Context: an optimization exercise on an open-source flow, tuned for small area and a short achievable clock period. The choices shown serve that exercise and are no tape-out recipe.
No activity file was given, so power comes from the tool's default toggle rates.

Setup of before:
==> flow/design.v <==
module lif_add #(
    parameter int W = 16
) (
    input  logic [W-1:0] a,
    input  logic [W-1:0] b,
    input  logic         cin,
    output logic [W-1:0] s
);
    logic [W-1:0] p0;
    logic [W-1:0] g [0:$clog2(W)];
    logic [W-1:0] p [0:$clog2(W)];
    always_comb begin
        p0   = a ^ b;
        g[0] = a & b;
        p[0] = p0;
        g[0][0] = (a[0] & b[0]) | (p0[0] & cin);
        for (int l = 0; l < $clog2(W); l++) begin
            for (int i = 0; i < W; i++) begin
                if (i >= (1 << l)) begin
                    g[l+1][i] = g[l][i] | (p[l][i] & g[l][i-(1<<l)]);
                    p[l+1][i] = p[l][i] & p[l][i-(1<<l)];
                end else begin
                    g[l+1][i] = g[l][i];
                    p[l+1][i] = p[l][i];
                end
            end
        end
        s[0] = p0[0] ^ cin;
        for (int i = 1; i < W; i++)
            s[i] = p0[i] ^ g[$clog2(W)][i-1];
    end
endmodule
module lif_sat17 (
    input  logic [16:0] x,
    output logic [15:0] y
);
    assign y = (x[16:15] == 2'b01) ? 16'h7fff : (x[16:15] == 2'b10) ? 16'h8000 : x[15:0];
endmodule
module lif_leak (
    input  logic [15:0] v,
    output logic [15:0] l
);
    logic [27:0] t1, t2, t3, cs_s, cs_c, m;
    logic [27:0] ve;
    always_comb begin
        ve = {{12{v[15]}}, v};
        t1 = (ve << 12);
        t2 = ~(ve << 7);
        t3 = ~(ve << 5);
        cs_s = t1 ^ t2 ^ t3;
        cs_c = (((t1 & t2) | (t1 & t3) | (t2 & t3)) << 1) | 28'd1;
    end
    logic [27:0] t4, cs2_s, cs2_c;
    always_comb begin
        t4 = ~(ve << 2);
        cs2_s = cs_s ^ cs_c ^ t4;
        cs2_c = (((cs_s & cs_c) | (cs_s & t4) | (cs_c & t4)) << 1) | 28'd1;
    end
    lif_add #(.W(28)) u_add (.a(cs2_s), .b(cs2_c), .cin(1'b1), .s(m));
    assign l = (v == 16'h7fff || v == 16'h7ffe) ? v : m[27:12];
endmodule
module lif_update_core (
    input  logic signed [15:0] lh,
    input  logic               rz,       
    input  logic signed [15:0] h,
    input  logic signed [15:0] pd,
    input  logic               hit,
    output logic               fire,
    output logic [16:0]        s_v,      
    output logic signed [15:0] h_add     
);
    logic [17:0] lh18, h18, pd18;
    assign lh18 = {{2{lh[15]}}, lh};
    assign h18  = {{2{h[15]}}, h};
    assign pd18 = {{2{pd[15]}}, pd};
    logic [16:0] s_hp;
    lif_add #(.W(17)) u_hp (.a(h18[16:0]), .b(pd18[16:0]), .cin(1'b0), .s(s_hp));
    logic ovp, ovn;
    assign ovp = (s_hp[16:15] == 2'b01);
    assign ovn = (s_hp[16:15] == 2'b10);
    lif_sat17 u_sat_hp (.x(s_hp), .y(h_add));
    logic [16:0] s1;
    lif_add #(.W(17)) u_s1 (.a(lh18[16:0]), .b(h18[16:0]), .cin(1'b0), .s(s1));
    logic [17:0] c3_s, c3_c, s3;
    assign c3_s = lh18 ^ h18 ^ pd18;
    assign c3_c = ((lh18 & h18) | (lh18 & pd18) | (h18 & pd18)) << 1;
    lif_add #(.W(18)) u_s3 (.a(c3_s), .b(c3_c), .cin(1'b0), .s(s3));
    logic [16:0] s_sp, s_sn;
    lif_add #(.W(17)) u_sp (.a({1'b0, ~lh[15], lh[14:0]}), .b(17'h1ffff), .cin(1'b0), .s(s_sp));
    assign s_sn = {1'b1, ~lh[15], lh[14:0]};
    logic fire_h, fire_p;
    assign fire_h = !s1[16] && (s1[15:12] != 4'd0);
    assign fire_p = ovp ? (lh >= -16'sd28671) : ovn ? 1'b0 : (!s3[17] && (s3[16:12] != 5'd0));
    assign fire   = rz && (hit ? fire_p : fire_h);
    assign s_v = !hit ? s1 : ovp ? s_sp : ovn ? s_sn : s3[16:0];
endmodule
module lif_tdm_scheduler #(
    parameter int N_NEURONS = 32,
    parameter int IDX_W     = $clog2(N_NEURONS)
) (
    input  logic                clk,
    input  logic                rst_n,
    input  logic                tick_in,
    input  logic                i_wr_en,
    input  logic [IDX_W-1:0]    i_wr_idx,
    input  logic signed [15:0]  i_wr_data,
    output logic                busy,
    output logic                done,
    output logic                tick_overrun,
    output logic                spk_valid,
    output logic [IDX_W-1:0]    spk_idx,
    input  logic                spk_ready
);
    localparam int N = N_NEURONS;
    localparam logic [IDX_W-1:0] LAST_IDX = N - 1;
    logic [IDX_W-1:0]   idx;           
    logic               swept;         
    logic signed [15:0] lh;
    logic               rz, r1;
    logic signed [15:0] h;
    logic               pv;            
    logic [IDX_W-1:0]   pidx;
    logic [N-1:0]       psel;          
    logic signed [15:0] pd;
    logic               phit, phit1, phit2;   
    logic               pfwd;          
    logic signed [15:0] h1;            
    logic               h1w;           
    logic signed [15:0] h1_eff, h1_add;
    logic [16:0]        s_h1;
    logic               wv;            
    logic [IDX_W-1:0]   widx;
    logic signed [15:0] wd;
    logic               cq;            
    logic [16:0]        ring_wb;
    logic [1:0]         ring_wc;       
    logic [15:0]        ring   [N-1];
    logic signed [15:0] acc    [N];
    logic [N-1:0]       acc_ok;
    logic               fire, stall, commit, last;
    logic [16:0]        s_v;
    logic signed [15:0] h_add;
    assign last = (idx == LAST_IDX);
    lif_update_core u_core (
        .lh    (lh),
        .rz    (rz),
        .h     (h),
        .pd    (pd),
        .hit   (phit),
        .fire  (fire),
        .s_v   (s_v),
        .h_add (h_add)
    );
    assign stall  = fire && spk_valid && !spk_ready;
    assign commit = busy && !stall;
    always_ff @(posedge clk or negedge rst_n) begin
        if (!rst_n) begin
            busy         <= 1'b0;
            done         <= 1'b0;
            tick_overrun <= 1'b0;
            spk_valid    <= 1'b0;
            spk_idx      <= '0;
            idx          <= '0;
            swept        <= 1'b0;
            cq           <= 1'b0;
        end else begin
            done <= 1'b0;
            cq   <= commit;
            if (tick_in && (busy || done))
                tick_overrun <= 1'b1;
            if (spk_valid && spk_ready)
                spk_valid <= 1'b0;
            if (!busy && !done && tick_in)
                busy <= 1'b1;
            if (commit) begin
                idx <= idx + 1'b1;
                if (fire) begin
                    spk_valid <= 1'b1;
                    spk_idx   <= idx;
                end
                if (last) begin
                    busy  <= 1'b0;
                    done  <= 1'b1;
                    swept <= 1'b1;
                end
            end
        end
    end
    logic [IDX_W-1:0]   idx1, idx2, idx3;
    logic signed [15:0] a_p, a_2, a_pf, a_2f, acc_add;
    logic [16:0]        s_ap;
    assign idx1 = idx + 1'b1;
    assign idx2 = idx + 2'd2;
    assign idx3 = idx + 2'd3;
    always_comb begin
        a_p = '0;
        for (int k = 0; k < N; k++)
            a_p = a_p | ((psel[k] && acc_ok[k]) ? acc[k] : 16'sd0);
    end
    assign a_2  = acc_ok[idx2] ? acc[idx2] : 16'sd0;
    assign a_pf = pfwd ? wd : a_p;
    assign a_2f = (wv && widx == idx2) ? wd : a_2;
    assign h1_eff = h1w ? wd : h1;
    lif_add #(.W(17)) u_h1 (.a({h1_eff[15], h1_eff}), .b({pd[15], pd}), .cin(1'b0), .s(s_h1));
    lif_sat17 u_sat_h1 (.x(s_h1), .y(h1_add));
    lif_add #(.W(17)) u_ap (.a({a_pf[15], a_pf}), .b({pd[15], pd}), .cin(1'b0), .s(s_ap));
    lif_sat17 u_sat_ap (.x(s_ap), .y(acc_add));
    logic [15:0]        nx;
    logic               nx_ok;
    assign nx_ok = swept || last;
    assign nx    = cq ? ring[1] : ring[0];
    always_ff @(posedge clk or negedge rst_n) begin
        if (!rst_n) begin
            lh    <= '0;
            rz    <= 1'b1;
            r1    <= 1'b0;
            h     <= '0;
            pv    <= 1'b0;
            phit  <= 1'b0;
            phit1 <= 1'b0;
            wv    <= 1'b0;
            pfwd  <= 1'b0;
            h1    <= '0;
            h1w   <= 1'b0;
            phit2 <= 1'b0;
        end else begin
            pfwd  <= i_wr_en && pv && !phit && (i_wr_idx == pidx);
            phit2 <= i_wr_en && (i_wr_idx == (commit ? idx3 : idx2));
            h1w   <= commit ? phit2 : phit1;
            h1    <= commit ? a_2f : h1_eff;
            pv    <= i_wr_en;
            phit  <= i_wr_en && (i_wr_idx == (commit ? idx1 : idx));
            phit1 <= i_wr_en && (i_wr_idx == (commit ? idx2 : idx1));
            wv    <= pv && !phit;
            if (commit) begin
                lh <= (nx_ok && nx != 16'h7fff && nx != 16'h7ffe) ? nx : 16'sd0;
                rz <= !(nx_ok && (nx == 16'h7fff || nx == 16'h7ffe));
                r1 <= nx_ok && nx == 16'h7fff;
                h  <= phit1 ? h1_add : h1_eff;
            end else if (phit) begin
                h  <= h_add;
            end
        end
    end
    always_ff @(posedge clk) begin
        pidx <= i_wr_idx;
        pd   <= i_wr_data;
        for (int k = 0; k < N; k++)
            psel[k] <= (i_wr_idx == k);
        widx <= pidx;
        wd   <= acc_add;
    end
    logic [15:0] ring_v, ring_l;
    assign ring_v = (ring_wc == 2'd1) ? 16'h7fff :
                    (ring_wc == 2'd2) ? 16'h0000 :
                    (ring_wc == 2'd3) ? 16'h7ffe :
                    (ring_wb[16:15] == 2'b10) ? 16'h8000 : ring_wb[15:0];
    lif_leak u_leak (.v(ring[N-2]), .l(ring_l));
    always_ff @(posedge clk) begin
        ring_wb <= s_v;
        ring_wc <= !rz ? (r1 ? 2'd2 : 2'd1) : fire ? 2'd3 : 2'd0;
        if (cq) begin
            for (int k = 0; k < N - 3; k++)
                ring[k] <= ring[k+1];
            ring[N-3] <= ring_l;
            ring[N-2] <= ring_v;
        end
    end
    always_ff @(posedge clk) begin
        for (int k = 0; k < N; k++)
            if (wv && widx == k)
                acc[k] <= wd;
    end
    always_ff @(posedge clk or negedge rst_n) begin
        if (!rst_n)
            acc_ok <= '0;
        else
            for (int k = 0; k < N; k++)
                if (idx == k)
                    acc_ok[k] <= 1'b0;
                else if (wv && widx == k)
                    acc_ok[k] <= 1'b1;
    end
endmodule
Settings: LEC_CHECK=0, CAP_MARGIN=20, CORE_MARGIN=2, CORE_UTILIZATION=40, PLACE_DENSITY=0.5, SLEW_MARGIN=20; clock period 13.0 ns.
standard.sh (not shown) runs the stock make flow with config.mk's settings and CLKGATE_MAP_FILE= SYNTH_SCRIPT=/design/flow/synth_recipe.tcl, a recipe that flattens the netlist after the stock synthesis.
==> flow/flow/run.sh <==
#!/bin/bash
# Standard synthesis, then the standard layout with a tighter setup-repair target (the
# constraints and clock period are unchanged) and a clock tree without dummy loads.
set -euo pipefail
bash standard.sh synth > synth.log 2>&1
bash standard.sh \
  SETUP_SLACK_MARGIN=8.9 \
  CTS_ARGS="-sink_clustering_enable -repair_clock_nets -dont_use_dummy_load -sink_clustering_size 30 -buf_list {sky130_fd_sc_hd__clkbuf_4 sky130_fd_sc_hd__clkbuf_8}" \
  finish > layout.log 2>&1
Input-level comparison between after and before:
==> flow/design.v, changed modules only <==
module lif_tdm_scheduler #(
    parameter int N_NEURONS = 32,
    parameter int IDX_W     = $clog2(N_NEURONS)
) (
    input  logic                clk,
    input  logic                rst_n,
    input  logic                tick_in,
    input  logic                i_wr_en,
    input  logic [IDX_W-1:0]    i_wr_idx,
    input  logic signed [15:0]  i_wr_data,
    output logic                busy,
    output logic                done,
    output logic                tick_overrun,
    output logic                spk_valid,
    output logic [IDX_W-1:0]    spk_idx,
    input  logic                spk_ready
);
    localparam int N = N_NEURONS;
    localparam logic [IDX_W-1:0] LAST_IDX = N - 1;
    logic [IDX_W-1:0]   idx;           
    logic               swept;         
    logic signed [15:0] lh;
    logic               rz, r1;
    logic signed [15:0] h;
    logic               pv;            
    logic [IDX_W-1:0]   pidx;
    logic [N-1:0]       psel;          
    logic signed [15:0] pd;
    logic               phit, phit1;   
    logic               pfwd;          
    logic               hw;            
    logic signed [15:0] h_eff;
    logic               wv;            
    logic [IDX_W-1:0]   widx;
    logic signed [15:0] wd;
    logic               cq;            
    logic [16:0]        ring_wb;
    logic [1:0]         ring_wc;       
    logic [15:0]        ring   [N-1];
    logic signed [15:0] acc    [N];
    logic [N-1:0]       acc_ok;
    logic               fire, stall, commit, last;
    logic [16:0]        s_v;
    logic signed [15:0] h_add;
    assign last = (idx == LAST_IDX);
    lif_update_core u_core (
        .lh    (lh),
        .rz    (rz),
        .h     (h_eff),
        .pd    (pd),
        .hit   (phit),
        .fire  (fire),
        .s_v   (s_v),
        .h_add (h_add)
    );
    assign stall  = fire && spk_valid && !spk_ready;
    assign commit = busy && !stall;
    always_ff @(posedge clk or negedge rst_n) begin
        if (!rst_n) begin
            busy         <= 1'b0;
            done         <= 1'b0;
            tick_overrun <= 1'b0;
            spk_valid    <= 1'b0;
            spk_idx      <= '0;
            idx          <= '0;
            swept        <= 1'b0;
            cq           <= 1'b0;
        end else begin
            done <= 1'b0;
            cq   <= commit;
            if (tick_in && (busy || done))
                tick_overrun <= 1'b1;
            if (spk_valid && spk_ready)
                spk_valid <= 1'b0;
            if (!busy && !done && tick_in)
                busy <= 1'b1;
            if (commit) begin
                idx <= idx + 1'b1;
                if (fire) begin
                    spk_valid <= 1'b1;
                    spk_idx   <= idx;
                end
                if (last) begin
                    busy  <= 1'b0;
                    done  <= 1'b1;
                    swept <= 1'b1;
                end
            end
        end
    end
    logic [IDX_W-1:0]   idx1, idx2;
    logic signed [15:0] a_p, a_1, a_pf, a_1f, acc_add;
    logic [16:0]        s_ap;
    assign idx1 = idx + 1'b1;
    assign idx2 = idx + 2'd2;
    always_comb begin
        a_p = '0;
        for (int k = 0; k < N; k++)
            a_p = a_p | ((psel[k] && acc_ok[k]) ? acc[k] : 16'sd0);
    end
    assign a_1  = acc_ok[idx1] ? acc[idx1] : 16'sd0;
    assign a_pf = pfwd ? wd : a_p;
    assign h_eff = hw ? wd : h;
    assign a_1f = (wv && widx == idx1) ? wd : a_1;
    lif_add #(.W(17)) u_ap (.a({a_pf[15], a_pf}), .b({pd[15], pd}), .cin(1'b0), .s(s_ap));
    lif_sat17 u_sat_ap (.x(s_ap), .y(acc_add));
    logic [15:0]        nx;
    logic               nx_ok;
    assign nx_ok = swept || last;
    assign nx    = cq ? ring[1] : ring[0];
    always_ff @(posedge clk or negedge rst_n) begin
        if (!rst_n) begin
            lh    <= '0;
            rz    <= 1'b1;
            r1    <= 1'b0;
            h     <= '0;
            pv    <= 1'b0;
            phit  <= 1'b0;
            phit1 <= 1'b0;
            wv    <= 1'b0;
            pfwd  <= 1'b0;
            hw    <= 1'b0;
        end else begin
            pfwd  <= i_wr_en && pv && !phit && (i_wr_idx == pidx);
            hw    <= commit && phit1;
            pv    <= i_wr_en;
            phit  <= i_wr_en && (i_wr_idx == (commit ? idx1 : idx));
            phit1 <= i_wr_en && (i_wr_idx == (commit ? idx2 : idx1));
            wv    <= pv && !phit;
            if (commit) begin
                lh <= (nx_ok && nx != 16'h7fff && nx != 16'h7ffe) ? nx : 16'sd0;
                rz <= !(nx_ok && (nx == 16'h7fff || nx == 16'h7ffe));
                r1 <= nx_ok && nx == 16'h7fff;
                h  <= a_1f;
            end else if (phit) begin
                h  <= h_add;
            end else begin
                h  <= h_eff;
            end
        end
    end
    always_ff @(posedge clk) begin
        pidx <= i_wr_idx;
        pd   <= i_wr_data;
        for (int k = 0; k < N; k++)
            psel[k] <= (i_wr_idx == k);
        widx <= pidx;
        wd   <= acc_add;
    end
    logic [15:0] ring_v, ring_l;
    assign ring_v = (ring_wc == 2'd1) ? 16'h7fff :
                    (ring_wc == 2'd2) ? 16'h0000 :
                    (ring_wc == 2'd3) ? 16'h7ffe :
                    (ring_wb[16:15] == 2'b10) ? 16'h8000 : ring_wb[15:0];
    lif_leak u_leak (.v(ring[N-2]), .l(ring_l));
    always_ff @(posedge clk) begin
        ring_wb <= s_v;
        ring_wc <= !rz ? (r1 ? 2'd2 : 2'd1) : fire ? 2'd3 : 2'd0;
        if (cq) begin
            for (int k = 0; k < N - 3; k++)
                ring[k] <= ring[k+1];
            ring[N-3] <= ring_l;
            ring[N-2] <= ring_v;
        end
    end
    always_ff @(posedge clk) begin
        for (int k = 0; k < N; k++)
            if (wv && widx == k)
                acc[k] <= wd;
    end
    always_ff @(posedge clk or negedge rst_n) begin
        if (!rst_n)
            acc_ok <= '0;
        else
            for (int k = 0; k < N; k++)
                if (idx == k)
                    acc_ok[k] <= 1'b0;
                else if (wv && widx == k)
                    acc_ok[k] <= 1'b1;
    end
endmodule
[summary]
Clock network power in after vs before: down about 4%. Final-layout clock-cell area share delta (before -> after): insignificant. Max full die area across after and before: before. after against before: number of instances in the synthesized netlist went down 5.3%; area share of xor/xnor cells in the synthesized design went down 0.30 points; multi-input gate count went down about 6%; count of instances resized after the clock tree is built went down 26%; least setup slack across all paths after layout went down 0.12 ns. On after: amount of wire on met2 after detailed routing is 1.5% higher than what before gave. Summary of after over before: cell depth of the worst setup path has decreased; wire length down 1.6 mm; synthesized-area fraction occupied by ao, oa, aoi and oai cells shrank by 0.39 points.
No run of this note included a check of the RTL's function; only the layout flow was run.

-- afterwards: timing with drivers on the ports --
In the flow no input, the clock included, has a driving cell. The finished layouts below were timed again as built, in two steps. Step 1 (the two cells are an assumption about what drives the block):
set clk [get_ports {clk}]
set_driving_cell -lib_cell sky130_fd_sc_hd__clkbuf_16 $clk
set_driving_cell -lib_cell sky130_fd_sc_hd__buf_2 [delete_from_list [all_inputs] $clk]
Step 2 adds t to the input delays and takes it off the output delays; t is the mean of the earliest and latest rising clock arrival at the registers after step 1. Input paths then give back, and output paths get back, about the clock's delay inside the block. Three values: no drivers, after step 1, after step 2; two values: the first two.
run | t (ns) | setup slack, ns | worst setup path at the end | latest minus earliest clock arrival (ns) | worst register clock-pin slew, ns
before | 0.964 | 8.444 / 8.444 / 8.328 | input to register | 0.117 / 0.117 | 0.07 / 0.07
after | 0.954 | 8.323 / 8.323 / 8.223 | input to register | 0.103 / 0.103 | 0.07 / 0.07
After both steps every run listed still meets setup and hold. For before, which loses most, drivers alone change the setup slack by 0.000 ns; drivers and shift together by -0.116 ns.
